Context: an optimization exercise on an open-source flow, tuned for small area. The choices shown serve that exercise and are no tape-out recipe.
In this exercise RTL edits were held to simulation tests only and were not proved equivalent to the original.
No activity file was given, so power comes from the tool's default toggle rates.

run A:
## regfile_mp
module regfile_mp #(
    parameter int XLEN     = 32,
    parameter int NREGS    = 32,
    parameter int NRD      = 2,
    parameter int BYPASS   = 1,
    parameter int ZERO_REG = 1,
    localparam int AW      = (NREGS > 1) ? $clog2(NREGS) : 1
) (
    input  logic                clk,
    input  logic                rst,
    input  logic                we,
    input  logic [AW-1:0]       wa,
    input  logic [XLEN-1:0]     wd,
    input  logic [NRD*AW-1:0]   ra,
    output logic [NRD*XLEN-1:0] rd,
    input  logic                busy_set,
    input  logic [AW-1:0]       busy_addr,
    output logic [NRD-1:0]      busy
);
Size: about 120 I/O pins, roughly 40,000 sq um of cells after synthesis.
clock: 5.0 ns
lec_check: 0
cap_margin: 5
cell_pad_in_sites_detail_placement: 1
cell_pad_in_sites_global_placement: 1
core_margin: 2
core_utilization: 45
place_density: 0.55
setup_slack_margin: 0.15
slew_margin: 5
synth_hierarchical: 1
standard.sh (not shown) runs the stock make flow with config.mk's settings and CLKGATE_MAP_FILE= SYNTH_SCRIPT=/design/flow/synth_recipe.tcl, a recipe that flattens the netlist after the stock synthesis.
==> flow/flow/run.sh <==
#!/bin/bash
# Standard ORFS layout with two changes:
#  * ports are buffered with sky130_fd_sc_hd__buf_1 instead of the delay-cell buffer
#    that buffer_ports picks by default;
#  * CTS builds the tree from clkbuf_4 with clkbuf_8 sink-cluster buffers, clusters of
#    at most 50 um, and inserts no dummy loads.
# The make output goes to make.log in the work folder; ORFS's per-step logs stay under orfs/logs.
set -euo pipefail
bash standard.sh \
  "BUFFER_PORTS_ARGS=-buffer_cell sky130_fd_sc_hd__buf_1" \
  "CTS_ARGS=-sink_clustering_enable -repair_clock_nets -dont_use_dummy_load -buf_list sky130_fd_sc_hd__clkbuf_4 -sink_clustering_buffer sky130_fd_sc_hd__clkbuf_8 -sink_clustering_size 30 -sink_clustering_max_diameter 50" \
  finish > make.log 2>&1
Run A finished end to end and its layout was clean on timing, DRC and antenna.
Changes in run B relative to run A:
==> flow/flow/run.sh <==
#!/bin/bash
# Standard ORFS layout with two changes:
#  * ports are buffered with sky130_fd_sc_hd__buf_2 instead of the delay-cell buffer
#    that buffer_ports picks by default;
#  * CTS builds the tree from clkbuf_8 with sink clusters of at most 50 um and
#    inserts no dummy loads.
# The make output goes to make.log in the work folder; ORFS's per-step logs stay under orfs/logs.
set -euo pipefail
bash standard.sh \
  "BUFFER_PORTS_ARGS=-buffer_cell sky130_fd_sc_hd__buf_2" \
  "CTS_ARGS=-sink_clustering_enable -repair_clock_nets -dont_use_dummy_load -buf_list sky130_fd_sc_hd__clkbuf_8 -sink_clustering_size 30 -sink_clustering_max_diameter 50" \
  finish > make.log 2>&1
Results
Run B finished every step from synthesis to the final layout, and the layout passed the timing, design-rule and antenna checks.
Combinational-cell power consumption, run B vs run A: down slightly
Compared to run A, the routing of run B uses less wire.
Clock transition at the registers of the reported paths: run B vs run A, no meaningful difference
The proportion of cell area spent on the clock network on run B is in line with that on run A.
From run B to run A, number of sinks driven by the clock tree did not move at all.
When run B is measured against run A, its number of antenna violations at the first check in global routing turns out 1 lower.
~same utilization in run A and run B
Against run A, run B comes in 8.1% lower on non-clock buffer count.
Diff run A -> run B: fraction of area in registers now sits at about the same level, total power went up by about 0.7%, portion of total power attributed to combinational logic now sits at about the same level.
Setup changes, run B to run C
Settings: changing SLEW_MARGIN from 5 to 10; changing CAP_MARGIN from 5 to 10.
Results
Diff run B..run C | post-placement cell count | unchanged. Comparing run B with run C, the cell area came out essentially unchanged. Smallest setup slack after layout delta (run C − run B): unfavourable. Of the two values seen for launching instance or port of the critical path, ra[5] was produced by run C and rst by run B. Compared with run B, run C shows a higher post-route minimum period. Via total after detailed routing delta (run C -> run B): insignificant. Run C vs run B — worst path buffer plus inverter count dropped 1. Going from run B to run C, post-route clock period utilization shows an increase of 0.42 points, power consumption shows no meaningful change, die area shows no meaningful change.

Another version of the RTL of regfile_mp (not shown whole).
Size: roughly 3,600 cells after synthesis, ~41,000 um^2 of cells after synthesis.
clock: 5.0 ns
lec_check: 0
cap_margin: 5
core_margin: 2
core_utilization: 45
place_density: 0.5
setup_slack_margin: 0.15
slew_margin: 5
synth_hierarchical: 1
==> flow/flow/run.sh <==
#!/bin/bash
# Standard ORFS layout with two changes:
#  * ports are buffered with sky130_fd_sc_hd__buf_2 instead of the delay-cell buffer
#    that buffer_ports picks by default;
#  * CTS builds the tree from clkbuf_8 with sink clusters of at most 50 um and
#    inserts no dummy loads.
# The make output goes to make.log in the work folder; ORFS's per-step logs stay under orfs/logs.
set -euo pipefail
bash standard.sh \
  "BUFFER_PORTS_ARGS=-buffer_cell sky130_fd_sc_hd__buf_2" \
  "CTS_ARGS=-sink_clustering_enable -repair_clock_nets -dont_use_dummy_load -buf_list sky130_fd_sc_hd__clkbuf_8 -sink_clustering_size 30 -sink_clustering_max_diameter 50" \
  finish > make.log 2>&1
The first run completed without violations.
Rerun with:
CELL_PAD_IN_SITES_DETAIL_PLACEMENT = 1   (was unset)
CELL_PAD_IN_SITES_GLOBAL_PLACEMENT = 1   (was unset)
PLACE_DENSITY = 0.55   (was 0.5)
After rerunning: The changed run completed without violations. Total power stays flat. Worst setup slack loses 0.057 ns. Routed wire length goes up by 2.6%. Area after synthesis does not change.

afterwards: timing with drivers on the ports:
The results above use ideal ports. As a check the final layouts listed here were re-extracted and re-timed, cells and wires unchanged. Step 1 assumes that a clkbuf_16 drives the clock port and a buf_2 every other input. Step 2 times the ports against the registers' clock, not the clock port: input delays grow and output delays shrink by t, the midpoint of the rising clock arrivals with the driver on. Three values: ideal, step 1, step 2; two values: the first two.
run	t, ns	setup slack, ns	hold slack, ns	worst setup path after step 2
run A	1.132	0.089 / -0.052 / -0.052	0.429 / 0.391 / 0.494	input to output
run B	0.877	0.067 / -0.042 / -0.042	0.495 / 0.495 / 0.495	input to output
run C	0.877	0.046 / -0.061 / -0.061	0.494 / 0.494 / 0.494	input to output
the first run of note 2	0.867	0.208 / 0.144 / 0.144	0.497 / 0.497 / 0.497	input to output
the second run of note 2	0.867	0.151 / 0.127 / 0.127	0.500 / 0.500 / 0.500	input to output
With both steps, setup timing fails in run A, run B and run C, where it was met with ideal ports. The setup slack of run A, which loses most, moves by -0.141 ns with the drivers and by -0.141 ns with both steps.
